Context: an optimization exercise on an open-source flow, tuned for small area, a short achievable clock period and few clock cycles. The choices shown serve that exercise and are no tape-out recipe.
Function was checked by simulation only, so behaviour that the tests miss may differ from the original.
Power and IR drop assume default switching activity.

<file path="design/flow/config.mk">
export PLATFORM = sky130hd
export DESIGN_NAME = bitmap_run_allocator
export DESIGN_NICKNAME = bitmap_run_allocator
export VERILOG_FILES = /design/flow/design.v
export SDC_FILE = /design/flow/constraint.sdc
export NUM_CORES = 4
export LEC_CHECK = 0
export ABC_AREA = 1
export CAP_MARGIN = 20
export CORE_MARGIN = 2
export CORE_UTILIZATION = 30
export SETUP_SLACK_MARGIN = 5
export SLEW_MARGIN = 20
</file>
<file path="design/flow/constraint.sdc">
create_clock -name core_clock -period 11.0 [get_ports {clock}]
set_input_delay 2.2000 -clock core_clock [delete_from_list [all_inputs] [get_ports {clock}]]
set_output_delay 2.2000 -clock core_clock [all_outputs]
set_load 0.01 [all_outputs]
</file>
<file path="design/flow/design.v">
package bra_pkg;
   localparam int MAX_BITS  = 1024;
   localparam int ROW_BITS  = 64;
   localparam int ROW_COUNT = MAX_BITS / ROW_BITS;
   localparam int ROW_W     = $clog2(ROW_COUNT);
   localparam int BPOS_W    = $clog2(ROW_BITS);
   localparam int CMD_W     = 3;
   localparam int IDX_W     = 10;
   localparam int CNT_W     = 11;
   localparam logic [CMD_W-1:0] CMD_MARK       = 3'd0;
   localparam logic [CMD_W-1:0] CMD_CLEAR      = 3'd1;
   localparam logic [CMD_W-1:0] CMD_TEST       = 3'd2;
   localparam logic [CMD_W-1:0] CMD_FIND_MARK  = 3'd3;
   localparam logic [CMD_W-1:0] CMD_FIND_FIRST = 3'd4;
   localparam logic [CMD_W-1:0] CMD_FIND_LAST  = 3'd5;
endpackage
module bra_prio #(
   parameter int WIDTH   = 64,
   parameter bit HIGHEST = 1'b0
) (
   input  logic [WIDTH-1:0]         vec,
   output logic                     any,
   output logic [$clog2(WIDTH)-1:0] pos
);
   localparam int PW = $clog2(WIDTH);
   always_comb begin
      logic          a [PW+1][WIDTH];
      logic [PW-1:0] p [PW+1][WIDTH];
      for (int i = 0; i < WIDTH; i++) begin
         a[0][i] = vec[i];
         p[0][i] = '0;
      end
      for (int k = 0; k < PW; k++) begin
         for (int i = 0; i < (WIDTH >> (k + 1)); i++) begin
            a[k+1][i] = a[k][2*i] | a[k][2*i+1];
            if (HIGHEST) begin
               p[k+1][i] = a[k][2*i+1] ? (p[k][2*i+1] | PW'(1 << k)) : p[k][2*i];
            end else begin
               p[k+1][i] = a[k][2*i] ? p[k][2*i] : (p[k][2*i+1] | PW'(1 << k));
            end
         end
         for (int i = (WIDTH >> (k + 1)); i < WIDTH; i++) begin
            a[k+1][i] = 1'b0;
            p[k+1][i] = '0;
         end
      end
      any = a[PW][0];
      pos = p[PW][0];
   end
endmodule
module bra_word_eval #(
   parameter int WIDTH = 64
) (
   input  logic [WIDTH-1:0] free_bits,
   input  logic [10:0]      run_len,
   output logic [WIDTH-1:0] win_end
);
   localparam int PW = $clog2(WIDTH);
   always_comb begin
      logic [WIDTH-1:0] g;
      logic [WIDTH-1:0] g_n;
      logic [WIDTH-1:0] acc;
      logic [WIDTH-1:0] acc_n;
      logic             acc_m1;
      g      = free_bits;
      acc    = '1;
      acc_m1 = 1'b1;
      for (int k = 0; k < PW; k++) begin
         for (int j = 0; j < WIDTH; j++) begin
            if (j - (1 << k) >= 0) begin
               g_n[j]   = g[j] & g[j - (1 << k)];
               acc_n[j] = g[j] & acc[j - (1 << k)];
            end else if (j - (1 << k) == -1) begin
               g_n[j]   = 1'b0;
               acc_n[j] = g[j] & acc_m1;
            end else begin
               g_n[j]   = 1'b0;
               acc_n[j] = 1'b0;
            end
         end
         if (run_len[k]) begin
            acc    = acc_n;
            acc_m1 = 1'b0;
         end
         g = g_n;
      end
      win_end = (run_len[10:PW] == '0) ? acc : '0;
   end
endmodule
import bra_pkg::*;
module bitmap_run_allocator
(
   input  logic              clock,
   input  logic              reset,
   input  logic              start,
   output logic              busy,
   input  logic [bra_pkg::CMD_W-1:0]  req_command,
   input  logic [bra_pkg::IDX_W-1:0]  req_bit_index,
   input  logic [bra_pkg::CNT_W-1:0]  req_run_length,
   output logic              rsp_strobe,
   output logic              rsp_found,
   output logic [bra_pkg::IDX_W-1:0]  rsp_result_index,
   output logic              rsp_bit_value,
   output logic [bra_pkg::CNT_W-1:0]  rsp_free_count,
   output logic              rsp_index_error,
   input  logic              csr_wr_en,
   input  logic [bra_pkg::CNT_W-1:0]  csr_wr_data
);
   localparam int RB = ROW_BITS;
   localparam int RC = ROW_COUNT;
   logic [MAX_BITS-1:0] map_ff;
   logic [RC-1:0]       full_ff;
   logic [RC-1:0]       pair_ff;
   logic [CNT_W-1:0]    nbits_ff;
   logic [CNT_W-1:0]    free_ff;
   logic                rst_q_ff;
   logic                init_ff;
   logic [ROW_W-1:0]    irow_ff;
   logic                busy_ff;
   logic                xv_ff;
   logic                x_mark_ff, x_clr_ff, x_test_ff, x_fm_ff, x_first_ff, x_last_ff;
   logic                x_inr_ff;       
   logic                x_run_ff;       
   logic                x_len1_ff;      
   logic [IDX_W-1:0]    xidx_ff;
   logic [CNT_W-1:0]    xlen_ff;
   logic [RC-1:0]       xsel_ff;        
   logic [ROW_W-1:0]    p_ff;           
   logic [CNT_W-1:0]    c_ff;           
   logic                qv_ff;
   logic [CMD_W-1:0]    qcmd_ff;
   logic [IDX_W-1:0]    qidx_ff;
   logic [CNT_W-1:0]    qlen_ff;
   logic                rv_ff;
   logic                rfound_ff;
   logic                rbval_ff;
   logic                rerr_ff;
   logic [CNT_W-1:0]    rfree_ff;
   logic [IDX_W-1:0]    rv_base_ff;
   logic [CNT_W-1:0]    rd_ff;
   logic                rsub_ff;
   logic                o_strobe_ff;
   logic                o_found_ff;
   logic [IDX_W-1:0]    o_index_ff;
   logic                o_bval_ff;
   logic [CNT_W-1:0]    o_free_ff;
   logic                o_err_ff;
   logic [RB-1:0]    row_eff;
   logic [RB-1:0]    row_free;
   logic             row_any;
   always_comb begin
      row_eff = '0;
      for (int r = 0; r < RC; r++) begin
         row_eff = row_eff | (map_ff[r*RB +: RB] & {RB{xsel_ff[r]}});
      end
   end
   assign row_free = ~row_eff;
   assign row_any  = |xsel_ff;
   logic [RB-1:0]     bit_oh;
   logic              bit_cur;
   logic [RB-1:0]     fz_oh;
   logic              fz_any;
   logic [BPOS_W-1:0] fz_pos;
   logic              two_free;
   always_comb begin
      for (int b = 0; b < RB; b++) bit_oh[b] = xidx_ff[BPOS_W-1:0] == BPOS_W'(b);
   end
   assign bit_cur = |(row_eff & bit_oh);
   always_comb begin
      logic [RB-1:0] below;
      logic          a [BPOS_W+1][RB];
      logic          t [BPOS_W+1][RB];
      below[0] = 1'b0;
      for (int b = 1; b < RB; b++) below[b] = below[b-1] | row_free[b-1];
      fz_oh = row_free & ~below;
      for (int i = 0; i < RB; i++) begin
         a[0][i] = row_free[i];
         t[0][i] = 1'b0;
      end
      for (int k = 0; k < BPOS_W; k++) begin
         for (int i = 0; i < RB; i++) begin
            if (i < (RB >> (k + 1))) begin
               a[k+1][i] = a[k][2*i] | a[k][2*i+1];
               t[k+1][i] = t[k][2*i] | t[k][2*i+1] | (a[k][2*i] & a[k][2*i+1]);
            end else begin
               a[k+1][i] = 1'b0;
               t[k+1][i] = 1'b0;
            end
         end
      end
      two_free = t[BPOS_W][0];
   end
   bra_prio #(.WIDTH(RB), .HIGHEST(1'b0)) u_fz (
      .vec (row_free),
      .any (fz_any),
      .pos (fz_pos)
   );
   logic [RB-1:0]     scan_free;
   logic [RB-1:0]     win_end;
   logic              win_any;
   logic [BPOS_W-1:0] win_pos;
   logic              top_used;
   logic [BPOS_W-1:0] top_used_pos;
   logic [RB-1:0]     thr_mask;
   logic              cross_hit;
   logic              all_free;
   logic [CNT_W-1:0]  c_next;
   logic [CNT_W-1:0]  thr;
   logic              scan_hit;
   always_comb begin
      for (int b = 0; b < RB; b++) scan_free[b] = x_last_ff ? row_free[RB-1-b] : row_free[b];
   end
   bra_word_eval #(.WIDTH(RB)) u_eval (
      .free_bits (scan_free),
      .run_len   (xlen_ff),
      .win_end   (win_end)
   );
   bra_prio #(.WIDTH(RB), .HIGHEST(1'b0)) u_win (
      .vec (win_end),
      .any (win_any),
      .pos (win_pos)
   );
   bra_prio #(.WIDTH(RB), .HIGHEST(1'b1)) u_top (
      .vec (~scan_free),
      .any (top_used),
      .pos (top_used_pos)
   );
   assign thr = xlen_ff - c_ff;
   always_comb begin
      for (int b = 0; b < RB; b++) begin
         thr_mask[b] = thr[BPOS_W] ||
                       ((BPOS_W-3)'(b >> 3) <  thr[BPOS_W-1:3]) ||
                       ((BPOS_W-3)'(b >> 3) == thr[BPOS_W-1:3] && 3'(b & 7) < thr[2:0]);
      end
   end
   assign cross_hit = &(scan_free | ~thr_mask) &&
                      (thr[CNT_W-1:BPOS_W+1] == '0) &&
                      !(thr[BPOS_W] && thr[BPOS_W-1:0] != '0);
   assign all_free = !top_used;
   assign c_next   = all_free ? c_ff + CNT_W'(RB) : {{(CNT_W-BPOS_W){1'b0}}, ~top_used_pos};
   assign scan_hit = cross_hit | win_any;
   logic [RB-1:0]    pd_free;
   logic             pd_any;
   logic [RC-1:0]    pair_next;
   logic [RC-1:0]    bnd_rows;
   logic [RC-1:0]    bnd_fix;
   logic [RC-1:0]    cand;
   logic [ROW_W-1:0] next_row;
   logic             next_any;
   logic             next_adj;
   assign pd_free = (x_clr_ff && x_inr_ff) ? (row_free | bit_oh) : row_free;
   assign pd_any  = |(pd_free[RB-2:0] & pd_free[RB-1:1]);
   always_comb begin
      for (int r = 0; r < RC; r++) begin
         pair_next[r] = (xv_ff && xsel_ff[r]) ? pd_any : pair_ff[r];
      end
   end
   always_comb begin
      bnd_rows = '0;
      for (int r = 0; r < RC - 1; r++) begin
         if (!map_ff[r*RB + RB - 1] && !map_ff[(r+1)*RB]) begin
            bnd_rows[r]   = 1'b1;
            bnd_rows[r+1] = 1'b1;
         end
      end
   end
   assign cand = x_len1_ff ? ~full_ff : (pair_ff | bnd_rows);
   always_comb begin
      next_any = 1'b0;
      next_row = '0;
      if (x_first_ff) begin
         for (int r = RC - 1; r >= 0; r--) begin
            if (cand[r] && ROW_W'(r) > p_ff) begin
               next_any = 1'b1;
               next_row = ROW_W'(r);
            end
         end
      end else begin
         for (int r = 0; r < RC; r++) begin
            if (cand[r] && ROW_W'(r) < p_ff) begin
               next_any = 1'b1;
               next_row = ROW_W'(r);
            end
         end
      end
      next_adj = next_row == (x_first_ff ? p_ff + ROW_W'(1) : p_ff - ROW_W'(1));
   end
   logic             x_done;
   logic             wr_any;
   logic [RC-1:0]    wr_row;
   logic [RB-1:0]    wr_keep;
   logic [RB-1:0]    wr_set;
   logic [RB-1:0]    wdata;
   logic [RC-1:0]    full_next;
   logic [CNT_W-1:0] free_next;
   logic             e_found, e_bval, e_err, e_sub;
   logic [IDX_W-1:0] e_base;
   logic [CNT_W-1:0] e_d;
   logic [RB-1:0]    init_pat;
   logic [RB-1:0]    n_therm;
   logic [ROW_W-1:0] sel_row;
   always_comb begin
      sel_row = '0;
      for (int r = 0; r < RC; r++) begin
         if (xsel_ff[r]) sel_row = sel_row | ROW_W'(r);
      end
   end
   always_comb begin
      for (int b = 0; b < RB; b++) begin
         n_therm[b] = ((BPOS_W-3)'(b >> 3) >  nbits_ff[BPOS_W-1:3]) ||
                      ((BPOS_W-3)'(b >> 3) == nbits_ff[BPOS_W-1:3] && 3'(b & 7) >= nbits_ff[2:0]);
         init_pat[b] = ({1'b0, irow_ff} > nbits_ff[CNT_W-1:BPOS_W]) ||
                       ({1'b0, irow_ff} == nbits_ff[CNT_W-1:BPOS_W] && n_therm[b]);
      end
   end
   always_comb begin
      x_done    = xv_ff;
      wr_any    = 1'b0;
      free_next = free_ff;
      e_found   = 1'b0;
      e_bval    = 1'b0;
      e_err     = 1'b0;
      e_sub     = 1'b0;
      e_base    = '0;
      e_d       = '0;
      if (x_mark_ff || x_clr_ff || x_test_ff) begin
         e_err = !x_inr_ff;
         if (x_inr_ff) begin
            if (x_test_ff) e_bval = bit_cur;
            if (x_mark_ff) begin
               wr_any = 1'b1;
               if (!bit_cur) free_next = free_ff - CNT_W'(1);
            end
            if (x_clr_ff) begin
               wr_any = 1'b1;
               if (bit_cur) free_next = free_ff + CNT_W'(1);
            end
         end
      end else if (x_fm_ff) begin
         if (row_any) begin
            wr_any    = 1'b1;
            free_next = free_ff - CNT_W'(1);
            e_found   = 1'b1;
            e_base    = {sel_row, fz_pos};
         end
      end else if (x_run_ff) begin
         x_done  = xv_ff & (scan_hit | !next_any);
         e_found = scan_hit;
         e_sub   = x_first_ff;
         if (cross_hit) begin
            e_base = {p_ff, x_last_ff ? {BPOS_W{1'b1}} : {BPOS_W{1'b0}}};
            e_d    = c_ff;
         end else if (win_any) begin
            e_base = {p_ff, x_last_ff ? ~win_pos : win_pos};
            e_d    = xlen_ff - CNT_W'(1);
         end
         if (!scan_hit) begin
            e_base = '0;
            e_d    = '0;
         end
      end
      wr_any = wr_any & xv_ff;
      if (rst_q_ff) begin
         wr_row  = '1;
         wr_keep = '0;
         wr_set  = '0;
      end else if (init_ff) begin
         for (int r = 0; r < RC; r++) wr_row[r] = irow_ff == ROW_W'(r);
         wr_keep = '0;
         wr_set  = init_pat;
      end else begin
         wr_row  = wr_any ? xsel_ff : '0;
         wr_keep = x_clr_ff ? ~bit_oh : '1;
         wr_set  = x_fm_ff ? fz_oh : (x_mark_ff ? bit_oh : '0);
      end
      wdata = (row_eff & wr_keep) | wr_set;
      for (int r = 0; r < RC; r++) begin
         full_next[r] = full_ff[r];
         if (wr_row[r]) begin
            if (rst_q_ff || init_ff) full_next[r] = &init_pat && !rst_q_ff;
            else if (x_clr_ff)       full_next[r] = 1'b0;
            else if (x_fm_ff)        full_next[r] = !two_free;
            else                     full_next[r] = &(row_eff | bit_oh);
         end
      end
   end
   always_comb begin
      bnd_fix = '0;
      if (xv_ff && x_clr_ff && x_inr_ff) begin
         for (int r = 0; r < RC; r++) begin
            if (xsel_ff[r] && xidx_ff[BPOS_W-1:0] == '0 && r > 0) begin
               bnd_fix[r]   = 1'b1;
               bnd_fix[r-1] = 1'b1;
            end
            if (xsel_ff[r] && xidx_ff[BPOS_W-1:0] == '1 && r < RC - 1) begin
               bnd_fix[r]   = 1'b1;
               bnd_fix[r+1] = 1'b1;
            end
         end
      end
   end
   logic accept;
   logic x_free;
   assign accept = start && !busy_ff;
   assign x_free = !xv_ff || x_done;
   logic [CMD_W-1:0] ld_cmd;
   logic [CNT_W-1:0] ld_len;
   logic [IDX_W-1:0] ld_idx;
   logic             ld_first, ld_last, ld_len1;
   logic [RC-1:0]    ld_cand;
   logic [ROW_W-1:0] ld_row;
   logic [RC-1:0]    ld_fm_oh;
   logic [RC-1:0]    ld_sel;
   assign ld_cmd   = qv_ff ? qcmd_ff : req_command;
   assign ld_len   = qv_ff ? qlen_ff : req_run_length;
   assign ld_idx   = qv_ff ? qidx_ff : req_bit_index;
   assign ld_first = ld_cmd == CMD_FIND_FIRST;
   assign ld_last  = ld_cmd == CMD_FIND_LAST;
   assign ld_len1  = ld_len == CNT_W'(1);
   always_comb begin
      logic [RC-1:0] clr_row;
      logic          below_full;
      clr_row = (xv_ff && x_clr_ff && x_inr_ff) ? xsel_ff : '0;
      ld_cand = ld_len1 ? (~full_ff | clr_row) : (pair_next | bnd_rows | bnd_fix);
      if (ld_last) begin
         ld_row = '0;
         for (int r = 0; r < RC; r++) begin
            if (ld_cand[r]) ld_row = ROW_W'(r);
         end
      end else begin
         ld_row = ROW_W'(RC - 1);
         for (int r = RC - 1; r >= 0; r--) begin
            if (ld_cand[r]) ld_row = ROW_W'(r);
         end
      end
      below_full = 1'b1;
      for (int r = 0; r < RC; r++) begin
         ld_fm_oh[r] = !full_next[r] && below_full;
         below_full  = below_full & full_next[r];
      end
      if (ld_cmd == CMD_FIND_MARK) begin
         ld_sel = ld_fm_oh;
      end else if (ld_first || ld_last) begin
         for (int r = 0; r < RC; r++) ld_sel[r] = ld_row == ROW_W'(r);
      end else begin
         for (int r = 0; r < RC; r++) ld_sel[r] = ld_idx[BPOS_W +: ROW_W] == ROW_W'(r);
      end
   end
   always_ff @(posedge clock) begin
      for (int r = 0; r < RC; r++) begin
         if (wr_row[r]) begin
            map_ff[r*RB +: RB] <= wdata;
         end
      end
   end
   always_ff @(posedge clock) begin
      if (reset) begin
         rst_q_ff    <= 1'b1;
         full_ff     <= '0;
         pair_ff     <= '1;
         nbits_ff    <= CNT_W'(MAX_BITS);
         free_ff     <= CNT_W'(MAX_BITS);
         init_ff     <= 1'b0;
         irow_ff     <= '0;
         busy_ff     <= 1'b0;
         xv_ff       <= 1'b0;
         qv_ff       <= 1'b0;
         rv_ff       <= 1'b0;
         o_strobe_ff <= 1'b0;
      end else begin
         rst_q_ff <= 1'b0;
         full_ff  <= full_next;
         if (rst_q_ff || init_ff) pair_ff <= '1;
         else                     pair_ff <= pair_next;
         if (xv_ff) free_ff <= free_next;
         if (csr_wr_en) begin
            if (csr_wr_data == '0)                    nbits_ff <= CNT_W'(1);
            else if (csr_wr_data > CNT_W'(MAX_BITS))  nbits_ff <= CNT_W'(MAX_BITS);
            else                                      nbits_ff <= csr_wr_data;
            if (csr_wr_data == '0)                    free_ff <= CNT_W'(1);
            else if (csr_wr_data > CNT_W'(MAX_BITS))  free_ff <= CNT_W'(MAX_BITS);
            else                                      free_ff <= csr_wr_data;
            init_ff <= 1'b1;
            irow_ff <= '0;
         end else if (init_ff) begin
            irow_ff <= irow_ff + ROW_W'(1);
            if (irow_ff == ROW_W'(RC - 1)) init_ff <= 1'b0;
         end
         if (x_free) begin
            xv_ff <= qv_ff || accept;
            qv_ff <= 1'b0;
         end else begin
            qv_ff <= qv_ff || accept;
         end
         if (csr_wr_en)    busy_ff <= 1'b1;
         else if (init_ff) busy_ff <= irow_ff != ROW_W'(RC - 1);
         else              busy_ff <= !x_free && (qv_ff || accept);
         rv_ff       <= x_done;
         o_strobe_ff <= rv_ff;
      end
   end
   always_ff @(posedge clock) begin
      xidx_ff <= ld_idx;
      if (x_free) begin
         x_mark_ff  <= ld_cmd == CMD_MARK;
         x_clr_ff   <= ld_cmd == CMD_CLEAR;
         x_test_ff  <= ld_cmd == CMD_TEST;
         x_fm_ff    <= ld_cmd == CMD_FIND_MARK;
         x_first_ff <= ld_first;
         x_last_ff  <= ld_last;
         x_inr_ff   <= {1'b0, ld_idx} < nbits_ff;
         x_run_ff   <= (ld_first || ld_last) && ld_len != '0 && ld_len <= nbits_ff;
         x_len1_ff  <= ld_len1;
         xlen_ff    <= ld_len;
         xsel_ff    <= ld_sel;
         p_ff       <= ld_row;
         c_ff       <= '0;
      end else begin
         p_ff <= next_row;
         for (int r = 0; r < RC; r++) xsel_ff[r] <= next_row == ROW_W'(r);
         c_ff <= next_adj ? c_next : '0;
      end
      if (!qv_ff) begin
         qcmd_ff <= req_command;
         qidx_ff <= req_bit_index;
         qlen_ff <= req_run_length;
      end
      rfound_ff  <= e_found;
      rbval_ff   <= e_bval;
      rerr_ff    <= e_err;
      rfree_ff   <= free_next;
      rv_base_ff <= e_base;
      rd_ff      <= e_d;
      rsub_ff    <= e_sub;
      o_found_ff <= rfound_ff;
      o_bval_ff  <= rbval_ff;
      o_err_ff   <= rerr_ff;
      o_free_ff  <= rfree_ff;
      o_index_ff <= rsub_ff ? rv_base_ff - IDX_W'(rd_ff) : rv_base_ff + IDX_W'(rd_ff);
   end
   assign busy             = busy_ff;
   assign rsp_strobe       = o_strobe_ff;
   assign rsp_found        = o_found_ff;
   assign rsp_result_index = o_index_ff;
   assign rsp_bit_value    = o_bval_ff;
   assign rsp_free_count   = o_free_ff;
   assign rsp_index_error  = o_err_ff;
endmodule
</file>
<file path="design/flow/run.sh">
#!/bin/bash
# synth_recipe.tcl (not shown) runs the flow's synth.tcl, then flattens the netlist and writes it again
# the make line also repeats each setting of config.mk as NAME=value (left out here)
make -C /OpenROAD-flow-scripts/flow DESIGN_CONFIG=/design/flow/config.mk WORK_HOME=/design/flow/orfs CLKGATE_MAP_FILE= SYNTH_SCRIPT=/design/flow/synth_recipe.tcl finish
</file>
==> impl_metrics.env, run 1 <==
export IMPL_synth_area_top_cells="edfxtp_1 47%, nand2_1 16%, dfxtp_1 5.4%"
export IMPL_cts_sinks=1223
export IMPL_cts_hold_buffers=0
export IMPL_gp_congestion=1.03
export IMPL_grt_max_degree=65
export IMPL_drt_iter0_drc=7502
export IMPL_wire_per_inst_um=28.6
export IMPL_dieArea_sq_mm=0.225
export IMPL_reg2regPathDepth=22
export IMPL_min_delay_start="rfree_ff[5]"
export IMPL_die_w_um=475
export IMPL_rr_startpoint="xidx_ff[1]"
export IMPL_stdcell_area_sq_mm=0.0759
export IMPL_syn_area_sq_mm=0.0664
export IMPL_synth_cells=7935
export IMPL_ios=65
export IMPL_path_class="register to register"
export IMPL_final_max_slew_viol_count=0
export IMPL_gr_total_overflow=0
export IMPL_cts_root_buf="clkbuf_16"
export IMPL_area_delta_synth_final_pct=14.2
export IMPL_relSlewSlack_pct=14.1
export IMPL_worstPathArrival_ns=6.81
export IMPL_reg2reg_slack_ns=4.90
export IMPL_skew_ns=0.0526
export IMPL_status="timing/DRC/antenna clean"
export IMPL_endpoint_kind="register"
export IMPL_final_antenna_net_count=0
export IMPL_post_synth_top_count_cell="nand2_1"
export IMPL_start_kind="register"
export IMPL_fp_row_count=172
export IMPL_cap_violations=0
export IMPL_vias=60400
export IMPL_synthDominantCellAreaShare_pct=47.2
export IMPL_route_detailed_drc=0
export IMPL_coreArea_sq_mm=0.220
export IMPL_rsz0062_at_grt="false"
export IMPL_placed_cells=10800
export IMPL_synth_distinct_cells=85
export IMPL_dp_hpwl_mm=223
export IMPL_cts_buffer_depth=3
export IMPL_synth_cells_most_frequent="2751 x nand2_1, 1044 x edfxtp_1, 794 x nor2_1"
export IMPL_wirelength_mm=317
export IMPL_hp_class="register to register"
export IMPL_viasPerCell=5.45
export IMPL_die_h_um=475
export IMPL_setup_tns_ns=0
export IMPL_vdd_ir_drop_max_mv=0.152
export IMPL_grt_pass1_wl_mm=433
export IMPL_fin_total_pwr_mw=14.4
export IMPL_place_area_sq_mm=0.0705
export IMPL_dr_pass1_iters=9
export IMPL_worstMarginPinSlew_ns=1.27
export IMPL_synth_warnings=18
export IMPL_yosys_register_bits=1223
export IMPL_hold_viol_final=0
export IMPL_cts_tree="built"
export IMPL_antenna_found_initial=8
export IMPL_min_path_cells=0
export IMPL_cts_made_buffers=136
export IMPL_nets=8120
export IMPL_setup_viol=0
export IMPL_numPortBuffers=64
export IMPL_period_share_pct=55.4
export IMPL_synth_seq_area_share_pct=52.6
export IMPL_grt_usage_pct=26.9
export IMPL_r2r_end="xsel_ff[13]"
export IMPL_avgSynthCellArea_sq_um=8.37
export IMPL_clk_pin_slew_worst_paths_ns=0.06
export IMPL_ys_flop_type="edfxtp_1"
export IMPL_final_cells=11100
export IMPL_async_flop_share_pct=0
export IMPL_htree_levels=4
export IMPL_worstPathRequired_ns=11.71
export IMPL_drive_above_1_share_pct=11.6
export IMPL_period_minus_slack_ns=6.10
export IMPL_syn_nets=8033
export IMPL_netlist_top_cell_by_area="edfxtp_1"
export IMPL_cp_max_fo=17
export IMPL_grt_pass1_vias=56700
export IMPL_insertion_delay_ns=0.81
export IMPL_start_util_pct=30.2
export IMPL_synth_edf_count=1044
export IMPL_powerDensity_mw_per_mm2=190
export IMPL_clock_fmax_mhz=164
export IMPL_min_to="o_free_ff[5]"
export IMPL_p_leak_nw=30.0
metrics by stage:
| step | utilization, % | hold slack, ns | setup WS [ns] |
|---|---|---|---|
| floorplan | - | 0.310 | 5.45 |
| global placement | 32.0 | 0.311 | 4.07 |
| detailed placement | 32.1 | 0.313 | 4.24 |
| CTS | 34.3 | 0.326 | 4.98 |
| global route | 34.5 | 0.329 | 5.00 |
| finish | 34.5 | 0.324 | 4.90 |
repair_timing:
item                                    in CTS  in global routing
endpoints found under the setup margin     194                227
gates cloned                                 1                  0
pin swaps                                    2                  3
setup buffers                                4                 19
resized for setup                           43                 57
cell families after synthesis:
logic type	share of synthesized area (%)
AOI/OAI and AO/OA	10.7
xor gates and xnor gates	0.684
adders and majority gates	1.13
buffers and inverters	6.48
DFF	52.6
muxes	0.0904
and+or+nand+nor	28.3
registers in the layout, summed over array words and instances (netlist names), 11 cells and up:
signal,flops
map_ff,1024
full_ff,16
pair_ff,16
xsel_ff,16
c_ff,11
free_ff,11
nbits_ff,11
o_free_ff,11
qlen_ff,11
rfree_ff,11
xlen_ff,11
power by group:
part	total (mW)	switching [mW]	leakage (nW)	internal (mW)
combinational	3.76	2.96	15.7	0.799
sequential	5.96	0.197	12.2	5.76
clock	4.67	1.99	2.22	2.68
worst max-delay path, stage by stage (launching register included):
cell and delay (ns):
dfxtp_1 0.37, nand2_1 0.29, inv_1 0.15, nand2_1 0.27, nor2_1 0.70, clkinv_1 0.83
nand2_1 0.41, o2111ai_1 0.15, nor2_1 0.17, nand2_1 0.07, nor2_1 0.12, nand4_1 0.28
nand2_1 0.26, nand2_2 0.16, a31oi_1 0.67, nand4_1 0.20, nor2_2 0.18, nand3_2 0.13
nor3_4 0.19, nand4_1 0.12, nand2_1 0.13, inv_1 0.05, a21oi_1 0.10
layout by cell type (no fill, tap or decap), drive strengths merged, types with 160 or more instances in the layout:
master  count
o21ai     574
nand2    2787
dfxtp     179
a21oi     225
edfxtp   1044
buf       180
clkbuf    160
inv       666
nor2      945
nand3     459
layout make-up:
cell class / count / area [sq um]
timing repair buffer: 244 / 2300
clock inverter: 86 / 1010
inverter: 675 / 2560
clock buffer: 160 / 3590
antenna: 3 / 7.51
multi-input combinational: 5742 / 27700
fill: 22800 / 144000
sequential: 1223 / 35000
tap: 2958 / 3700
layer usage:
layer	track usage (%)	share of wire, %	vias up
met2	42.7	45	3016
li1	-	-	26900
met1	36.8	43	30000
met3	3.87	7.5	521
met5	0.0649	0.0041	-
met4	11.0	4.7	2
worst max path at each step:
stage / end / startpoint / slack, ns
2_1_floorplan: xsel_ff[15] / xsel_ff[7] / 5.45
6_report: xsel_ff[13] / xidx_ff[1] / 4.90
3_3_place_gp: xsel_ff[13] / xlen_ff[0] / 4.07
4_1_cts: rv_base_ff[7] / xlen_ff[0] / 4.98
5_1_grt: xsel_ff[13] / xsel_ff[14] / 5.00
3_5_place_dp: rd_ff[3] / xlen_ff[0] / 4.24
Testbench counts, summed over its fixed seeds: cycles 25,833.
==> inputs of run 2 (changes only) <==
--- a/design/flow/design.v
+++ b/design/flow/design.v
@@ -53,7 +53,8 @@
 ) (
    input  logic [WIDTH-1:0] free_bits,
    input  logic [10:0]      run_len,
-   output logic [WIDTH-1:0] win_end
+   output logic [WIDTH-1:0] win_end,
+   output logic [3:1]       has_run
 );
    localparam int PW = $clog2(WIDTH);
    always_comb begin
@@ -63,6 +64,7 @@
       logic [WIDTH-1:0] acc_n;
       logic             acc_m1;
       g      = free_bits;
+      has_run = '0;
       acc    = '1;
       acc_m1 = 1'b1;
       for (int k = 0; k < PW; k++) begin
@@ -78,6 +80,7 @@
                acc_n[j] = 1'b0;
             end
          end
+         if (k >= 1 && k <= 3) has_run[k] = |g;
          if (run_len[k]) begin
             acc    = acc_n;
             acc_m1 = 1'b0;
@@ -110,7 +113,7 @@
    localparam int RC = ROW_COUNT;
    logic [MAX_BITS-1:0] map_ff;
    logic [RC-1:0]       full_ff;
-   logic [RC-1:0]       pair_ff;
+   logic [RC-1:0]       run2_ff, run4_ff, run8_ff;   
    logic [CNT_W-1:0]    nbits_ff;
    logic [CNT_W-1:0]    free_ff;
    logic                rst_q_ff;
@@ -121,7 +124,7 @@
    logic                x_mark_ff, x_clr_ff, x_test_ff, x_fm_ff, x_first_ff, x_last_ff;
    logic                x_inr_ff;       
    logic                x_run_ff;       
-   logic                x_len1_ff;      
+   logic [1:0]          x_lvl_ff;       
    logic [IDX_W-1:0]    xidx_ff;
    logic [CNT_W-1:0]    xlen_ff;
    logic [RC-1:0]       xsel_ff;        
@@ -166,6 +169,8 @@
       for (int b = 0; b < RB; b++) bit_oh[b] = xidx_ff[BPOS_W-1:0] == BPOS_W'(b);
    end
    assign bit_cur = |(row_eff & bit_oh);
+   logic [RB-1:0] pd_free;
+   assign pd_free = (x_clr_ff && x_inr_ff) ? (row_free | bit_oh) : row_free;
    always_comb begin
       logic [RB-1:0] below;
       logic          a [BPOS_W+1][RB];
@@ -208,12 +213,14 @@
    logic [CNT_W-1:0]  thr;
    logic              scan_hit;
    always_comb begin
-      for (int b = 0; b < RB; b++) scan_free[b] = x_last_ff ? row_free[RB-1-b] : row_free[b];
+      for (int b = 0; b < RB; b++) scan_free[b] = x_last_ff ? pd_free[RB-1-b] : pd_free[b];
    end
+   logic [3:1] has_run;
    bra_word_eval #(.WIDTH(RB)) u_eval (
       .free_bits (scan_free),
       .run_len   (xlen_ff),
-      .win_end   (win_end)
+      .win_end   (win_end),
+      .has_run   (has_run)
    );
    bra_prio #(.WIDTH(RB), .HIGHEST(1'b0)) u_win (
       .vec (win_end),
@@ -239,20 +246,18 @@
    assign all_free = !top_used;
    assign c_next   = all_free ? c_ff + CNT_W'(RB) : {{(CNT_W-BPOS_W){1'b0}}, ~top_used_pos};
    assign scan_hit = cross_hit | win_any;
-   logic [RB-1:0]    pd_free;
-   logic             pd_any;
-   logic [RC-1:0]    pair_next;
+   logic [RC-1:0]    run2_next, run4_next, run8_next;
    logic [RC-1:0]    bnd_rows;
    logic [RC-1:0]    bnd_fix;
    logic [RC-1:0]    cand;
    logic [ROW_W-1:0] next_row;
    logic             next_any;
    logic             next_adj;
-   assign pd_free = (x_clr_ff && x_inr_ff) ? (row_free | bit_oh) : row_free;
-   assign pd_any  = |(pd_free[RB-2:0] & pd_free[RB-1:1]);
    always_comb begin
       for (int r = 0; r < RC; r++) begin
-         pair_next[r] = (xv_ff && xsel_ff[r]) ? pd_any : pair_ff[r];
+         run2_next[r] = (xv_ff && xsel_ff[r]) ? has_run[1] : run2_ff[r];
+         run4_next[r] = (xv_ff && xsel_ff[r]) ? has_run[2] : run4_ff[r];
+         run8_next[r] = (xv_ff && xsel_ff[r]) ? has_run[3] : run8_ff[r];
       end
    end
    always_comb begin
@@ -264,7 +269,14 @@
          end
       end
    end
-   assign cand = x_len1_ff ? ~full_ff : (pair_ff | bnd_rows);
+   always_comb begin
+      unique case (x_lvl_ff)
+         2'd0:    cand = ~full_ff;
+         2'd1:    cand = run2_ff | bnd_rows;
+         2'd2:    cand = run4_ff | bnd_rows;
+         default: cand = run8_ff | bnd_rows;
+      endcase
+   end
    always_comb begin
       next_any = 1'b0;
       next_row = '0;
@@ -406,7 +418,8 @@
    logic [CMD_W-1:0] ld_cmd;
    logic [CNT_W-1:0] ld_len;
    logic [IDX_W-1:0] ld_idx;
-   logic             ld_first, ld_last, ld_len1;
+   logic             ld_first, ld_last;
+   logic [1:0]       ld_lvl;
    logic [RC-1:0]    ld_cand;
    logic [ROW_W-1:0] ld_row;
    logic [RC-1:0]    ld_fm_oh;
@@ -416,12 +429,19 @@
    assign ld_idx   = qv_ff ? qidx_ff : req_bit_index;
    assign ld_first = ld_cmd == CMD_FIND_FIRST;
    assign ld_last  = ld_cmd == CMD_FIND_LAST;
-   assign ld_len1  = ld_len == CNT_W'(1);
+   assign ld_lvl   = (ld_len >= CNT_W'(8)) ? 2'd3 :
+                     (ld_len >= CNT_W'(4)) ? 2'd2 :
+                     (ld_len >= CNT_W'(2)) ? 2'd1 : 2'd0;
    always_comb begin
       logic [RC-1:0] clr_row;
       logic          below_full;
       clr_row = (xv_ff && x_clr_ff && x_inr_ff) ? xsel_ff : '0;
-      ld_cand = ld_len1 ? (~full_ff | clr_row) : (pair_next | bnd_rows | bnd_fix);
+      unique case (ld_lvl)
+         2'd0:    ld_cand = ~full_ff | clr_row;
+         2'd1:    ld_cand = run2_next | bnd_rows | bnd_fix;
+         2'd2:    ld_cand = run4_next | bnd_rows | bnd_fix;
+         default: ld_cand = run8_next | bnd_rows | bnd_fix;
+      endcase
       if (ld_last) begin
          ld_row = '0;
          for (int r = 0; r < RC; r++) begin
@@ -457,7 +477,9 @@
       if (reset) begin
          rst_q_ff    <= 1'b1;
          full_ff     <= '0;
-         pair_ff     <= '1;
+         run2_ff     <= '1;
+         run4_ff     <= '1;
+         run8_ff     <= '1;
          nbits_ff    <= CNT_W'(MAX_BITS);
          free_ff     <= CNT_W'(MAX_BITS);
          init_ff     <= 1'b0;
@@ -470,8 +492,15 @@
       end else begin
          rst_q_ff <= 1'b0;
          full_ff  <= full_next;
-         if (rst_q_ff || init_ff) pair_ff <= '1;
-         else                     pair_ff <= pair_next;
+         if (rst_q_ff || init_ff) begin
+            run2_ff <= '1;
+            run4_ff <= '1;
+            run8_ff <= '1;
+         end else begin
+            run2_ff <= run2_next;
+            run4_ff <= run4_next;
+            run8_ff <= run8_next;
+         end
          if (xv_ff) free_ff <= free_next;
          if (csr_wr_en) begin
             if (csr_wr_data == '0)                    nbits_ff <= CNT_W'(1);
@@ -510,7 +539,7 @@
          x_last_ff  <= ld_last;
          x_inr_ff   <= {1'b0, ld_idx} < nbits_ff;
          x_run_ff   <= (ld_first || ld_last) && ld_len != '0 && ld_len <= nbits_ff;
-         x_len1_ff  <= ld_len1;
+         x_lvl_ff   <= ld_lvl;
          xlen_ff    <= ld_len;
          xsel_ff    <= ld_sel;
          p_ff       <= ld_row;
==> run 2 against run 1 <==
Against the previous run:
- power is 1.3% higher
- global-route usage is 0.40 points higher
- clock power is 1% higher
- combinational power grew 2%
- sequential power up 1%
- non-clock buffer count rose by 66
- first-iteration DRC count up 14%
- critical path type unchanged
- largest cell class unchanged
==> impl_metrics.env, run 2 <==
export IMPL_grt_max_degree=83
export IMPL_slowest_stage="nor2_1"
export IMPL_die_h_um=481
export IMPL_die_w_um=481
export IMPL_route_detailed_drc=0
export IMPL_stdcell_area_sq_mm=0.0793
export IMPL_p_leak_nw=31.3
export IMPL_synth_xor_area_share_pct=0.693
export IMPL_synth_distinct_cells=76
export IMPL_p_clk_share_pct=32.5
export IMPL_start_kind="register"
export IMPL_syn_area_sq_mm=0.0682
export IMPL_cts_root_buf="clkbuf_16"
export IMPL_netlist_top_cell_by_area="edfxtp_1"
export IMPL_max_stage_delay_ns=0.51
export IMPL_insertion_delay_ns=0.83
export IMPL_most_common_layout_cells="2451 x nand2_1, 1045 x edfxtp_1, 834 x inv_1, 766 x nor2_1, 547 x nand3_1"
export IMPL_vdd_ir_drop_max_mv=0.163
export IMPL_critPathLaunch="xidx_ff[1]"
export IMPL_muxShareOfSynthArea_pct=0.149
export IMPL_wire_per_inst_um=28.5
export IMPL_hold_viol_final=0
export IMPL_dr_pass1_iters=9
export IMPL_p_seq_share_pct=41.3
export IMPL_power_switching_mw=5.19
export IMPL_combPwrFrac_pct=26.2
export IMPL_antenna_found_initial=16
export IMPL_clock_fmax_mhz=169
export IMPL_htree_levels=4
export IMPL_crit_end="rv_base_ff[2]"
export IMPL_grt_pass1_wl_mm=452
export IMPL_synth_top_family_by_area="simple AND/OR/NAND/NOR gates"
export IMPL_vias=63500
export IMPL_syn_nets=8343
export IMPL_status="timing/DRC/antenna clean"
export IMPL_dieArea_sq_mm=0.231
export IMPL_synth_edf_count=1045
export IMPL_min_delay_start="rfree_ff[5]"
export IMPL_path_common_cell="nand2_1"
export IMPL_setup_tns_ns=0
export IMPL_place_area_sq_mm=0.0724
export IMPL_reg2reg_slack_ns=5.09
export IMPL_worstPathRequired_ns=11.63
export IMPL_drive_above_1_share_pct=10.9
export IMPL_coreArea_sq_mm=0.227
export IMPL_ios=65
export IMPL_r2r_end="rv_base_ff[2]"
export IMPL_cap_violations=0
export IMPL_period_minus_slack_ns=5.91
export IMPL_avgSynthCellArea_sq_um=8.28
export IMPL_numPortBuffers=64
export IMPL_setup_viol=0
export IMPL_wirelength_mm=327
export IMPL_grt_usage_pct=27.3
export IMPL_worstMarginPinSlew_ns=1.23
export IMPL_layout_commonest_cell="nand2_1"
export IMPL_synth_seq_area_share_pct=52.2
export IMPL_synthDominantCellAreaShare_pct=46.0
export IMPL_nets=8469
export IMPL_skew_ns=0.0759
export IMPL_synth_area_top_cells="edfxtp_1 46%, nand2_1 14%, dfxtp_1 6.2%"
export IMPL_power_internal_mw=9.39
export IMPL_hp_class="register to register"
export IMPL_start_util_pct=30.1
export IMPL_final_antenna_net_count=0
export IMPL_cts_made_buffers=141
export IMPL_ys_flop_type="edfxtp_1"
export IMPL_cts_sinks=1256
export IMPL_drt_iter0_drc=8546
export IMPL_synthSimpleGateAreaFrac_pct=27.2
export IMPL_rr_startpoint="xidx_ff[1]"
export IMPL_viasPerCell=5.53
export IMPL_powerDensity_mw_per_mm2=184
export IMPL_gp_congestion=1.07
export IMPL_endpoint_kind="register"
export IMPL_synth_warnings=18
export IMPL_cts_hold_buffers=0
export IMPL_cts_tree="built"
export IMPL_cts_buffer_depth=3
export IMPL_yosys_area_share_adder_pct=1.21
export IMPL_clk_pin_slew_worst_paths_ns=0.06
export IMPL_grt_pass1_vias=58600
export IMPL_reg2regPathDepth=26
export IMPL_synth_cells=8239
export IMPL_path_class="register to register"
export IMPL_yosys_register_bits=1256
export IMPL_relSlewSlack_pct=18.2
export IMPL_gr_total_overflow=0
export IMPL_final_max_slew_viol_count=0
export IMPL_worstPathArrival_ns=6.54
export IMPL_synth_cells_most_frequent="2507 x nand2_1, 1045 x edfxtp_1, 840 x inv_1"
export IMPL_post_synth_top_count_cell="nand2_1"
export IMPL_fp_row_count=175
export IMPL_largest_reg_flops=1024
export IMPL_area_delta_synth_final_pct=16.2
export IMPL_synth_compound_area_share_pct=10.9
export IMPL_async_flop_share_pct=0
export IMPL_period_share_pct=53.7
export IMPL_cp_max_fo=16
export IMPL_power_share_switching_pct=35.6
export IMPL_rsz0062_at_grt="true"
export IMPL_dp_hpwl_mm=219
export IMPL_largest_register="map_ff"
-- run 2: worst min path at each step --
stage	to	slack [ns]	depth (start not counted)
floorplan	o_bval_ff	0.31	0
global placement	o_found_ff	0.31	0
detailed placement	o_free_ff[5]	0.31	0
CTS	o_free_ff[5]	0.33	0
global route	o_free_ff[9]	0.33	0
finish	o_free_ff[5]	0.33	0
-- run 2: worst max-delay path: cells and delay by family (launching register included) --
| family | cells | cell delay, ns |
|---|---|---|
| buf+inv | 6 | 0.83 |
| flops | 1 | 0.44 |
| compound gates | 2 | 0.45 |
| simple gates | 18 | 4.02 |
-- run 2: cell type report --
cell class                 instances  area [sq um]
antenna                            4          10.0
clock buffer                     170          3670
clock inverter                    86           928
fill                           23600        148000
inverter                         905          3440
multi-input combinational       5750         28400
sequential                      1256         35700
tap                             3009          3760
timing repair buffer             310          3360
timing repair inverter             1          5.00
-- run 2: timing repair --
item,in CTS,in global routing
pin swaps,9,14
cloned,12,3
gates resized for setup,116,152
setup buffers,55,27
endpoints found under the setup margin,237,145
-- run 2: per-layer routing --
metal	vias up	GRT usage (%)	wire (um)
met5	-	0	132
met4	18	11.1	14700
met3	622	5.20	30800
met2	3627	41.7	143000
met1	31200	37.9	139000
li1	28100	-	-
-- run 2: per-stage QoR --
stage | instances | power [mW] | setup WS [ns] | util, % | hold WS, ns
detailed placement | 11100 | 9.54 | 3.65 | 31.9 | 0.312
global placement | 11100 | 9.54 | 3.44 | 31.9 | 0.313
global route | 11500 | 15.0 | 4.98 | 34.9 | 0.331
finish | 11500 | 14.6 | 5.09 | 35.0 | 0.326
CTS | 11500 | 14.4 | 4.97 | 34.6 | 0.325
floorplan | 8239 | 7.96 | 5.19 | - | 0.310
-- run 2: cells by family (layout without fill, tap and decap cells) --
kind of cell | Yosys count | in the layout
simple gates | 4386 | 4387
flops | 1256 | 1256
compound gates | 1234 | 1234
buf+inv | 1234 | 1472
fa+ha+maj | 65 | 65
xor+xnor | 54 | 54
mux | 10 | 10
other cells | 0 | 4
-- run 2: power by group through the flow --
stage	Clock, mW	Combinational (mW)	Sequential [mW]
2_1_floorplan	0	1.89	6.08
3_3_place_gp	0	3.42	6.13
3_5_place_dp	0	3.40	6.14
4_1_cts	4.80	3.56	6.03
5_1_grt	4.98	3.99	6.07
6_report	4.73	3.82	6.02
Testbench counts of run 2, summed over its fixed seeds: cycles 24,686.
==> inputs of run 3 (changes only) <==
==> design/flow/flow/run.sh (new file) <==
#!/bin/bash
set -euo pipefail
bash standard.sh SETUP_SLACK_MARGIN=7 finish > standard_flow.log 2>&1
==> design/flow/standard.sh (new file) <==
#!/bin/bash
# synth_recipe.tcl (not shown) runs the flow's synth.tcl, then flattens the netlist and writes it again
# the make line also repeats each setting of config.mk as NAME=value (left out here)
make -C /OpenROAD-flow-scripts/flow DESIGN_CONFIG=/design/flow/config.mk WORK_HOME=/design/flow/orfs CLKGATE_MAP_FILE= SYNTH_SCRIPT=/design/flow/synth_recipe.tcl "${@:-finish}"
--- a/design/flow/config.mk
+++ b/design/flow/config.mk
@@ -9,5 +9,4 @@
 export CAP_MARGIN = 20
 export CORE_MARGIN = 2
 export CORE_UTILIZATION = 30
-export SETUP_SLACK_MARGIN = 5
 export SLEW_MARGIN = 20
removed: design/flow/run.sh
==> run 3 against run 2 <==
Against the previous run:
- now fails the layout checks on capacitance limit, slew limit
- sequential power about the same
- wire length up 9.4%
- clock skew shrank 0.017 ns
- fmax is 17% higher
- non-clock buffer count is 550 higher
- core utilization up 5.8 points
- clock-buffer cell count increased by 12
- clock power decreased by 4%
- first-iteration DRC count grew 11%
- combinational power increased by about 40%
==> impl_metrics.env, run 3 <==
export IMPL_status="failed layout checks"
export IMPL_violations="capacitance limit, slew limit"
export IMPL_grt_pass1_vias=62900
export IMPL_route_detailed_drc=0
export IMPL_p_leak_nw=36.2
export IMPL_layout_commonest_cell="nand2_1"
export IMPL_synthDominantCellAreaShare_pct=46.0
export IMPL_vias=68500
export IMPL_placed_cells=11100
export IMPL_gp_congestion=1.05
export IMPL_htree_levels=4
export IMPL_most_common_layout_cells="2251 x nand2_1, 1045 x edfxtp_1, 751 x inv_1, 545 x nor2_1, 477 x buf_4"
export IMPL_ys_flop_type="edfxtp_1"
export IMPL_reg2reg_slack_ns=5.95
export IMPL_viasPerCell=5.68
export IMPL_netlist_top_cell_by_area="edfxtp_1"
export IMPL_nets=9040
export IMPL_synth_distinct_cells=76
export IMPL_fp_row_count=175
export IMPL_period_minus_slack_ns=5.05
export IMPL_hp_class="register to register"
export IMPL_final_antenna_net_count=0
export IMPL_clock_fmax_mhz=198
export IMPL_relSlewSlack_pct=-17.8
export IMPL_synth_edf_count=1045
export IMPL_final_max_slew_viol_count=4
export IMPL_cts_made_buffers=139
export IMPL_syn_nets=8343
export IMPL_rsz0062_at_grt="true"
export IMPL_worstPathArrival_ns=5.75
export IMPL_grt_usage_pct=28.9
export IMPL_hold_viol_final=0
export IMPL_slowest_stage="o211ai_1"
export IMPL_wire_per_inst_um=29.7
export IMPL_largest_register="map_ff"
export IMPL_start_util_pct=30.1
export IMPL_drive_above_1_share_pct=26.8
export IMPL_fin_total_pwr_mw=15.9
export IMPL_postLayoutCoreUtil_pct=40.7
export IMPL_cap_violations=1
export IMPL_synth_cells=8239
export IMPL_area_delta_synth_final_pct=35.5
export IMPL_path_class="register to register"
export IMPL_syn_area_sq_mm=0.0682
export IMPL_worstMarginPinSlew_ns=1.77
export IMPL_dieArea_sq_mm=0.231
export IMPL_gr_total_overflow=0
export IMPL_fillers=22200
export IMPL_async_flop_share_pct=0
export IMPL_cts_tree="built"
export IMPL_endpoint_kind="register"
export IMPL_regArea_sq_mm=0.0357
export IMPL_final_cells=12100
export IMPL_avgSynthCellArea_sq_um=8.28
export IMPL_max_stage_delay_ns=0.37
export IMPL_clk_pin_slew_worst_paths_ns=0.06
export IMPL_multi_input_area_sq_mm=0.0348
export IMPL_antenna_found_initial=17
export IMPL_numPortBuffers=64
export IMPL_path_common_cell="nand2_1"
export IMPL_cp_max_fo=11
export IMPL_cts_sinks=1256
export IMPL_dr_pass1_iters=6
export IMPL_setup_tns_ns=0
export IMPL_period_share_pct=45.9
export IMPL_cts_root_buf="clkbuf_16"
export IMPL_setup_viol=0
export IMPL_start_kind="register"
export IMPL_grt_pass1_wl_mm=479
export IMPL_drt_iter0_drc=9480
export IMPL_cts_buffer_depth=3
export IMPL_yosys_register_bits=1256
export IMPL_die_h_um=481
export IMPL_grt_max_degree=72
export IMPL_hold_worst_slack_ns=0.324
export IMPL_largest_reg_flops=1024
export IMPL_dp_hpwl_mm=211
export IMPL_synth_area_top_cells="edfxtp_1 46%, nand2_1 14%, dfxtp_1 6.2%"
export IMPL_synth_seq_area_share_pct=52.2
export IMPL_skew_ns=0.0592
export IMPL_powerDensity_mw_per_mm2=172
export IMPL_insertion_delay_ns=0.82
export IMPL_wirelength_mm=358
export IMPL_vdd_ir_drop_max_mv=0.170
export IMPL_synth_cells_most_frequent="2507 x nand2_1, 1045 x edfxtp_1, 840 x inv_1"
export IMPL_synth_warnings=18
export IMPL_coreArea_sq_mm=0.227
export IMPL_ios=65
export IMPL_die_w_um=481
export IMPL_worstPathRequired_ns=11.69
export IMPL_post_synth_top_count_cell="nand2_1"
run 3: cell counts after synthesis:
Identical to the previous run, type by type.
run 3: critical path, delay by kind of cell, from the launching register on:
| kind | cells | cell delay, ns |
|---|---|---|
| buffers and inverters | 8 | 1.07 |
| AOI/OAI and AO/OA | 8 | 1.54 |
| xor gates and xnor gates | 1 | 0.36 |
| DFF | 1 | 0.35 |
| and+or+nand+nor | 12 | 1.62 |
run 3: logic make-up after synthesis:
group,count (synthesis),synth area share [%]
adder cells (fa/ha/maj),65,1.21
flip-flops,1256,52.2
AO/OA/AOI/OAI,1234,10.9
multiplexers,10,0.149
XOR/XNOR,54,0.693
AND/OR/NAND/NOR,4386,27.2
buffers and inverters,1234,7.60
run 3: layer usage:
metal / wire length [um] / vias up / track usage, %
met1: 141000 / 33600 / 38.9
met2: 153000 / 4521 / 43.4
met4: 23600 / 12 / 15.2
met3: 40500 / 992 / 6.01
met5: 92 / - / 0
li1: - / 29400 / -
run 3: stage by stage:
stage / setup WS (ns) / instance area (sq um)
final: 5.95 / 92400
after global routing: 5.81 / 92400
after CTS: 6.11 / 87200
after detailed placement: 3.90 / 72400
after global placement: 3.91 / 72400
after floorplan: 6.09 / 68600
run 3: cell type report:
| class | count | share of cell area [%] |
|---|---|---|
| antenna | 8 | 0.0217 |
| clock buffer | 182 | 4.02 |
| clock inverter | 61 | 0.676 |
| inverter | 905 | 3.90 |
| multi-input combinational | 5769 | 37.7 |
| sequential | 1256 | 38.6 |
| tap | 3009 | 4.07 |
| timing repair buffer | 860 | 11.0 |
| timing repair inverter | 5 | 0.0609 |
run 3: timing repair:
item                                    4_1_cts  5_1_grt
endpoints found under the setup margin     2150     1290
pin swaps                                   260      283
gates cloned                                 59       42
gates resized for setup                    1331      821
hold buffers                                  0        0
buffers inserted                            400      185
run 3: power breakdown:
group | switching (mW) | internal (mW)
clock network | 2.00 | 2.56
registers | 0.172 | 5.85
logic | 3.69 | 1.64
total | 5.87 | 10.0
run 3: path summary, 6_finish.rpt:
| path | from | end | cells past startpoint |
|---|---|---|---|
| worst max register to register | xsel_ff[7] | rv_base_ff[4] | 29 |
| worst max-delay path | xsel_ff[7] | rv_base_ff[4] | 29 |
| worst min register to register | rfree_ff[7] | o_free_ff[7] | 0 |
| worst min-delay path | rfree_ff[7] | o_free_ff[7] | 0 |
==> inputs of run 4 (changes only) <==
--- a/design/flow/design.v
+++ b/design/flow/design.v
@@ -142,12 +142,6 @@
    logic [IDX_W-1:0]    rv_base_ff;
    logic [CNT_W-1:0]    rd_ff;
    logic                rsub_ff;
-   logic                o_strobe_ff;
-   logic                o_found_ff;
-   logic [IDX_W-1:0]    o_index_ff;
-   logic                o_bval_ff;
-   logic [CNT_W-1:0]    o_free_ff;
-   logic                o_err_ff;
    logic [RB-1:0]    row_eff;
    logic [RB-1:0]    row_free;
    logic             row_any;
@@ -488,7 +482,6 @@
          xv_ff       <= 1'b0;
          qv_ff       <= 1'b0;
          rv_ff       <= 1'b0;
-         o_strobe_ff <= 1'b0;
       end else begin
          rst_q_ff <= 1'b0;
          full_ff  <= full_next;
@@ -525,7 +518,6 @@
          else if (init_ff) busy_ff <= irow_ff != ROW_W'(RC - 1);
          else              busy_ff <= !x_free && (qv_ff || accept);
          rv_ff       <= x_done;
-         o_strobe_ff <= rv_ff;
       end
    end
    always_ff @(posedge clock) begin
@@ -561,17 +553,12 @@
       rv_base_ff <= e_base;
       rd_ff      <= e_d;
       rsub_ff    <= e_sub;
-      o_found_ff <= rfound_ff;
-      o_bval_ff  <= rbval_ff;
-      o_err_ff   <= rerr_ff;
-      o_free_ff  <= rfree_ff;
-      o_index_ff <= rsub_ff ? rv_base_ff - IDX_W'(rd_ff) : rv_base_ff + IDX_W'(rd_ff);
    end
    assign busy             = busy_ff;
-   assign rsp_strobe       = o_strobe_ff;
-   assign rsp_found        = o_found_ff;
-   assign rsp_result_index = o_index_ff;
-   assign rsp_bit_value    = o_bval_ff;
-   assign rsp_free_count   = o_free_ff;
-   assign rsp_index_error  = o_err_ff;
+   assign rsp_strobe       = rv_ff;
+   assign rsp_found        = rfound_ff;
+   assign rsp_result_index = rsub_ff ? rv_base_ff - IDX_W'(rd_ff) : rv_base_ff + IDX_W'(rd_ff);
+   assign rsp_bit_value    = rbval_ff;
+   assign rsp_free_count   = rfree_ff;
+   assign rsp_index_error  = rerr_ff;
 endmodule
==> design/flow/run.sh (new file) <==
#!/bin/bash
# synth_recipe.tcl (not shown) runs the flow's synth.tcl, then flattens the netlist and writes it again
# the make line also repeats each setting of config.mk as NAME=value (left out here)
make -C /OpenROAD-flow-scripts/flow DESIGN_CONFIG=/design/flow/config.mk WORK_HOME=/design/flow/orfs CLKGATE_MAP_FILE= SYNTH_SCRIPT=/design/flow/synth_recipe.tcl finish
--- a/design/flow/config.mk
+++ b/design/flow/config.mk
@@ -9,4 +9,5 @@
 export CAP_MARGIN = 20
 export CORE_MARGIN = 2
 export CORE_UTILIZATION = 30
+export SETUP_SLACK_MARGIN = 5
 export SLEW_MARGIN = 20
removed: design/flow/flow/run.sh
removed: design/flow/standard.sh
==> run 4 against run 3 <==
Against the previous run:
- the run now finishes clean
- final area is 16% lower
- hold slack better by 0.17 ns
- via count down 9.0%
- core utilization decreased by 5.9 points
- synthesized cell count down 1.4%
- largest power group unchanged
- critical endpoint is now rv_base_ff[2]
==> impl_metrics.env, run 4 <==
export IMPL_layout_commonest_cell="nand2_1"
export IMPL_worstPathRequired_ns=11.70
export IMPL_slowest_stage="o21ai_0"
export IMPL_numPortBuffers=64
export IMPL_ios=65
export IMPL_cts_root_buf="clkbuf_16"
export IMPL_grt_max_degree=110
export IMPL_most_common_layout_cells="2477 x nand2_1, 1045 x edfxtp_1, 813 x nor2_1, 779 x inv_1, 509 x nand3_1"
export IMPL_worstMarginPinSlew_ns=1.29
export IMPL_grt_pass1_wl_mm=416
export IMPL_fp_row_count=173
export IMPL_synth_area_top_cells="edfxtp_1 47%, nand2_1 14%, dfxtp_1 5.5%"
export IMPL_skew_ns=0.0497
export IMPL_grt_usage_pct=24.9
export IMPL_path_common_cell="nand2_1"
export IMPL_min_delay_start="c_ff[6]"
export IMPL_start_kind="register"
export IMPL_cts_sinks=1231
export IMPL_syn_nets=8227
export IMPL_drt_iter0_drc=8024
export IMPL_dr_pass1_iters=8
export IMPL_min_path_cells=1
export IMPL_syn_area_sq_mm=0.0672
export IMPL_post_synth_top_count_cell="nand2_1"
export IMPL_async_flop_share_pct=0
export IMPL_start_util_pct=30.2
export IMPL_postLayoutCoreUtil_pct=34.8
export IMPL_largest_reg_flops=1024
export IMPL_final_antenna_net_count=0
export IMPL_rsz0062_at_grt="true"
export IMPL_wirelength_mm=296
export IMPL_die_w_um=477
export IMPL_synth_seq_area_share_pct=52.2
export IMPL_hold_viol_final=0
export IMPL_synth_edf_count=1045
export IMPL_largest_register="map_ff"
export IMPL_path_class="register to register"
export IMPL_synth_distinct_cells=73
export IMPL_hold_worst_slack_ns=0.492
export IMPL_viasPerCell=5.49
export IMPL_route_detailed_drc=0
export IMPL_wire_per_inst_um=26.1
export IMPL_synth_cells_most_frequent="2506 x nand2_1, 1045 x edfxtp_1, 831 x nor2_1"
export IMPL_dieArea_sq_mm=0.228
export IMPL_status="timing/DRC/antenna clean"
export IMPL_avgSynthCellArea_sq_um=8.27
export IMPL_area_delta_synth_final_pct=15.3
export IMPL_antenna_found_initial=10
export IMPL_period_share_pct=53.6
export IMPL_powerDensity_mw_per_mm2=178
export IMPL_grt_pass1_vias=57700
export IMPL_netlist_top_cell_by_area="edfxtp_1"
export IMPL_hp_class="register to register"
export IMPL_clk_pin_slew_worst_paths_ns=0.06
export IMPL_p_leak_nw=30.5
export IMPL_cap_violations=0
export IMPL_reg2regPathDepth=28
export IMPL_dp_hpwl_mm=197
export IMPL_gp_congestion=1.04
export IMPL_reg2reg_slack_ns=5.10
export IMPL_synth_warnings=18
export IMPL_clock_fmax_mhz=170
export IMPL_min_to="c_ff[6]"
export IMPL_cts_tree="built"
export IMPL_cts_buffer_depth=3
export IMPL_endpoint_kind="register"
export IMPL_cts_made_buffers=134
export IMPL_setup_viol=0
export IMPL_htree_levels=4
export IMPL_vdd_ir_drop_max_mv=0.112
export IMPL_vias=62300
export IMPL_die_h_um=477
export IMPL_max_stage_delay_ns=0.95
export IMPL_final_max_slew_viol_count=0
export IMPL_relSlewSlack_pct=13.0
export IMPL_yosys_register_bits=1231
export IMPL_insertion_delay_ns=0.82
export IMPL_cp_max_fo=18
export IMPL_gr_total_overflow=0
export IMPL_nets=8351
export IMPL_synth_cells=8123
export IMPL_coreArea_sq_mm=0.223
export IMPL_rr_startpoint="xidx_ff[3]"
export IMPL_ys_flop_type="edfxtp_1"
export IMPL_setup_tns_ns=0
export IMPL_r2r_end="rv_base_ff[2]"
export IMPL_period_minus_slack_ns=5.90
export IMPL_drive_above_1_share_pct=10.3
export IMPL_fillers=23000
export IMPL_worstPathArrival_ns=6.60
export IMPL_fin_total_pwr_mw=13.8
export IMPL_synthDominantCellAreaShare_pct=46.7
run 4: cell count changes in the layout (fill, tap and decap cells not counted), moves of 77 or more:
cell / before / now
buf_4: 477 / 187
nor2_1: 545 / 813
nand2_1: 2251 / 2477
nor2_4: 228 / 48
o21ai_0: 322 / 485
nand2_4: 127 / 8
buf_6: 116 / 7
nand3_1: 404 / 509
nand3_2: 112 / 21
o21ai_2: 119 / 31
nor2_2: 147 / 70
run 4: kinds of logic (layout without fill, tap and decap cells):
group                    count (synthesis)  after routing  share of synthesized area (%)
buffers and inverters                 1189           1419                           7.35
other                                    0              4                              0
AND/OR/NAND/NOR                       4311           4313                           27.1
multiplexers                            10             10                          0.149
XOR/XNOR                                53             53                          0.691
adder cells (fa/ha/maj)                 65             65                           1.23
AO/OA/AOI/OAI                         1264           1264                           11.3
flip-flops                            1231           1231                           52.2
run 4: how the worst max path moves through the flow:
stage / endpoint / start / cells after the start
after detailed placement: c_ff[4] / xlen_ff[0] / 22
final: rv_base_ff[2] / xidx_ff[3] / 28
after CTS: c_ff[4] / xsel_ff[3] / 31
after global routing: rsp_result_index[9] / rd_ff[1] / 18
after global placement: c_ff[4] / xlen_ff[0] / 22
after floorplan: xsel_ff[15] / xsel_ff[11] / 27
run 4: area by class of cell:
type | instances | area [sq um] | area share [%]
inverter | 869 | 3330 | 4.29
multi-input combinational | 5705 | 27900 | 35.9
clock buffer | 176 | 3650 | 4.71
sequential | 1231 | 35200 | 45.4
timing repair buffer | 306 | 3060 | 3.95
antenna | 4 | 10.0 | 0.0129
clock inverter | 68 | 704 | 0.909
tap | 2975 | 3720 | 4.80
run 4: timing repair:
action                                  4_1_cts  5_1_grt
gates cloned                                  2        3
hold buffers                                  0        0
endpoints found under the setup margin      757       96
buffers inserted                             38       51
gates resized for setup                      82      118
pin swaps                                     2       13
run 4: stage by stage:
step                      setup WS [ns]  std cells  cell area (sq um)
final                              5.10      11300              77500
after global routing               4.97      11300              77500
after CTS                          4.97      11300              76500
after detailed placement           3.24      11000              71400
after global placement             3.20      11000              71300
after floorplan                    5.29       8123              67200
run 4: per-layer routing:
metal	vias up	track usage [%]	share of wire, %
met5	-	0	0.021
met4	10	10.2	4.8
met3	636	4.76	9.5
met2	3458	39.4	45
met1	30500	33.2	41
li1	27700	-	-
run 4: where the power goes:
part | leakage [nW] | total (mW) | switching (mW) | internal (mW)
combinational | 16.1 | 3.41 | 2.61 | 0.798
sequential | 12.2 | 5.87 | 0.160 | 5.71
clock | 2.12 | 4.51 | 1.94 | 2.57
run 4: critical path: cells and delay by family, from the launching register on:
kind                   cells  cell delay, ns
and+or+nand+nor           19            3.36
AOI/OAI and AO/OA          4            1.33
buffers and inverters      5            0.56
DFF                        1            0.50
Testbench counts of run 4, summed over its fixed seeds: cycles 24,678.
==> inputs of run 5 (changes only) <==
--- a/design/flow/config.mk
+++ b/design/flow/config.mk
@@ -8,6 +8,6 @@
 export ABC_AREA = 1
 export CAP_MARGIN = 20
 export CORE_MARGIN = 2
-export CORE_UTILIZATION = 30
+export CORE_UTILIZATION = 35
 export SETUP_SLACK_MARGIN = 5
 export SLEW_MARGIN = 20
==> run 5 against run 4 <==
Against the previous run:
- sequential share of layout area increased by 0.25 points
- clock power decreased by 4%
- combinational power increased by 2%
- synthesized cell count unchanged
- hold slack about the same
- critical path depth decreased by 10
- final area decreased by 0.55%
- critical endpoint is now rsp_result_index[9]
- power decreased by 0.97%
- clock-buffer cell count decreased by 17
- setup slack improved by 0.041 ns
- largest cell class unchanged
- clock skew increased by 0.0093 ns
- wire length increased by 2.3%
==> impl_metrics.env, run 5 <==
export IMPL_hp_class="register to register"
export IMPL_status="timing/DRC/antenna clean"
export IMPL_async_flop_share_pct=0
export IMPL_multi_input_area_sq_mm=0.0280
export IMPL_vdd_ir_drop_max_mv=0.133
export IMPL_die_h_um=442
export IMPL_worstPathRequired_ns=8.80
export IMPL_period_share_pct=53.2
export IMPL_relSlewSlack_pct=23.7
export IMPL_gp_congestion=0.990
export IMPL_clock_fmax_mhz=171
export IMPL_insertion_delay_ns=0.82
export IMPL_cp_max_fo=4
export IMPL_most_common_layout_cells="2471 x nand2_1, 1045 x edfxtp_1, 803 x nor2_1, 779 x inv_1, 497 x nand3_1"
export IMPL_powerDensity_mw_per_mm2=177
export IMPL_fp_row_count=160
export IMPL_rsz0062_at_grt="false"
export IMPL_grt_max_degree=86
export IMPL_critPathTopFamily="compound AO/OA/AOI/OAI gates"
export IMPL_start_kind="register"
export IMPL_dieArea_sq_mm=0.196
export IMPL_antenna_found_initial=4
export IMPL_start_util_pct=35.3
export IMPL_drt_iter0_drc=7185
export IMPL_fillers=19000
export IMPL_dp_hpwl_mm=203
export IMPL_synth_seq_area_share_pct=52.2
export IMPL_post_synth_top_count_cell="nand2_1"
export IMPL_synth_cells_most_frequent="2506 x nand2_1, 1045 x edfxtp_1, 831 x nor2_1"
export IMPL_syn_area_sq_mm=0.0672
export IMPL_yosys_register_bits=1231
export IMPL_synth_edf_count=1045
export IMPL_largest_register="map_ff"
export IMPL_period_minus_slack_ns=5.86
export IMPL_synth_distinct_cells=73
export IMPL_area_delta_synth_final_pct=14.7
export IMPL_cts_buffer_depth=3
export IMPL_path_class="register to output pin"
export IMPL_cts_hold_buffers=0
export IMPL_cap_violations=0
export IMPL_nets=8349
export IMPL_hold_viol_final=0
export IMPL_setup_viol=0
export IMPL_numPortBuffers=64
export IMPL_regArea_sq_mm=0.0352
export IMPL_syn_nets=8227
export IMPL_htree_levels=4
export IMPL_largest_reg_flops=1024
export IMPL_grt_pass1_vias=58100
export IMPL_cts_made_buffers=131
export IMPL_layout_commonest_cell="nand2_1"
export IMPL_wire_per_inst_um=27.9
export IMPL_cts_tree="built"
export IMPL_route_detailed_drc=0
export IMPL_endpoint_kind="output pin"
export IMPL_worstMarginPinSlew_ns=1.15
export IMPL_synth_cells=8123
export IMPL_vias=61900
export IMPL_cts_sinks=1231
export IMPL_ios=65
export IMPL_max_stage_delay_ns=0.35
export IMPL_slowest_stage="dfxtp_2"
export IMPL_p_leak_nw=30.5
export IMPL_viasPerCell=5.70
export IMPL_avgSynthCellArea_sq_um=8.27
export IMPL_skew_ns=0.0590
export IMPL_synth_warnings=18
export IMPL_drive_above_1_share_pct=10.6
export IMPL_worstPathArrival_ns=3.66
export IMPL_final_antenna_net_count=0
export IMPL_ys_flop_type="edfxtp_1"
## run 5: through the flow
stage / total power, mW / worst slack, ns / utilization (%) / instance area [sq um] / std cells
5_1_grt: 14.1 / 4.96 / 40.5 / 77100 / 10900
6_report: 13.7 / 5.14 / 40.5 / 77100 / 10900
2_1_floorplan: 7.77 / 5.29 / - / 67200 / 8123
4_1_cts: 13.5 / 5.00 / 39.8 / 75700 / 10800
3_3_place_gp: 9.16 / 3.24 / 37.1 / 70700 / 10500
3_5_place_dp: 9.17 / 3.30 / 37.1 / 70700 / 10500
## run 5: final timing paths
kind	start	endpoint	slack, ns	cells past startpoint
worst min register to register	run4_ff[11]	run4_ff[11]	0.49	2
worst min-delay path	run4_ff[11]	run4_ff[11]	0.49	2
worst max-delay path	rd_ff[1]	rsp_result_index[9]	5.14	18
worst max register to register	xlen_ff[0]	xsel_ff[0]	5.17	23
## run 5: cells by family (layout without fill, tap and decap cells)
kind of cell	Yosys count	in the layout	synth area share, %
flip-flops	1231	1231	52.2
AO/OA/AOI/OAI	1264	1264	11.3
buffers and inverters	1189	1406	7.35
other	0	1	0
adder cells (fa/ha/maj)	65	65	1.23
XOR/XNOR	53	53	0.691
AND/OR/NAND/NOR	4311	4311	27.1
multiplexers	10	10	0.149
## run 5: repair_timing
action / 4_1_cts / 5_1_grt
gates resized for setup: 107 / 136
pin swaps: 2 / 13
gates cloned: 0 / 9
setup endpoints to repair: 337 / 210
buffers inserted: 35 / 56
## run 5: power breakdown
group          internal (mW)  total [mW]  leakage, nW  switching (mW)
Clock                   2.38        4.32         2.01            1.94
Sequential              5.71        5.86         12.2           0.152
Combinational          0.814        3.47         16.3            2.66
## run 5: final cells by class
class                      count  area share, %
sequential                  1231           45.6
timing repair buffer         307           4.30
multi-input combinational   5703           36.3
antenna                        1        0.00325
tap                         2511           4.08
clock buffer                 159           4.47
timing repair inverter         2         0.0162
inverter                     869           4.29
clock inverter                69          0.896
## run 5: worst min-delay path, cell delays in order (launching register included)
cell     delay [ns]
dfxtp_1        0.32
o21ai_1        0.09
nand2_1        0.05
## run 5: per-layer routing
layer,up-vias,part of all wire [%],GRT usage (%)
met5,-,0.0040,0
met4,2,4.6,11.4
met3,583,8.1,4.01
met2,3099,45,47.0
met1,30500,42,40.8
li1,27700,-,-

Setup slack of run 5, layout unchanged: 5.144 ns with ideal ports, 5.065 ns with driving cells assumed (clock clkbuf_16, inputs buf_2), 4.470 ns with port delays also shifted by the 0.868 ns mid clock arrival.
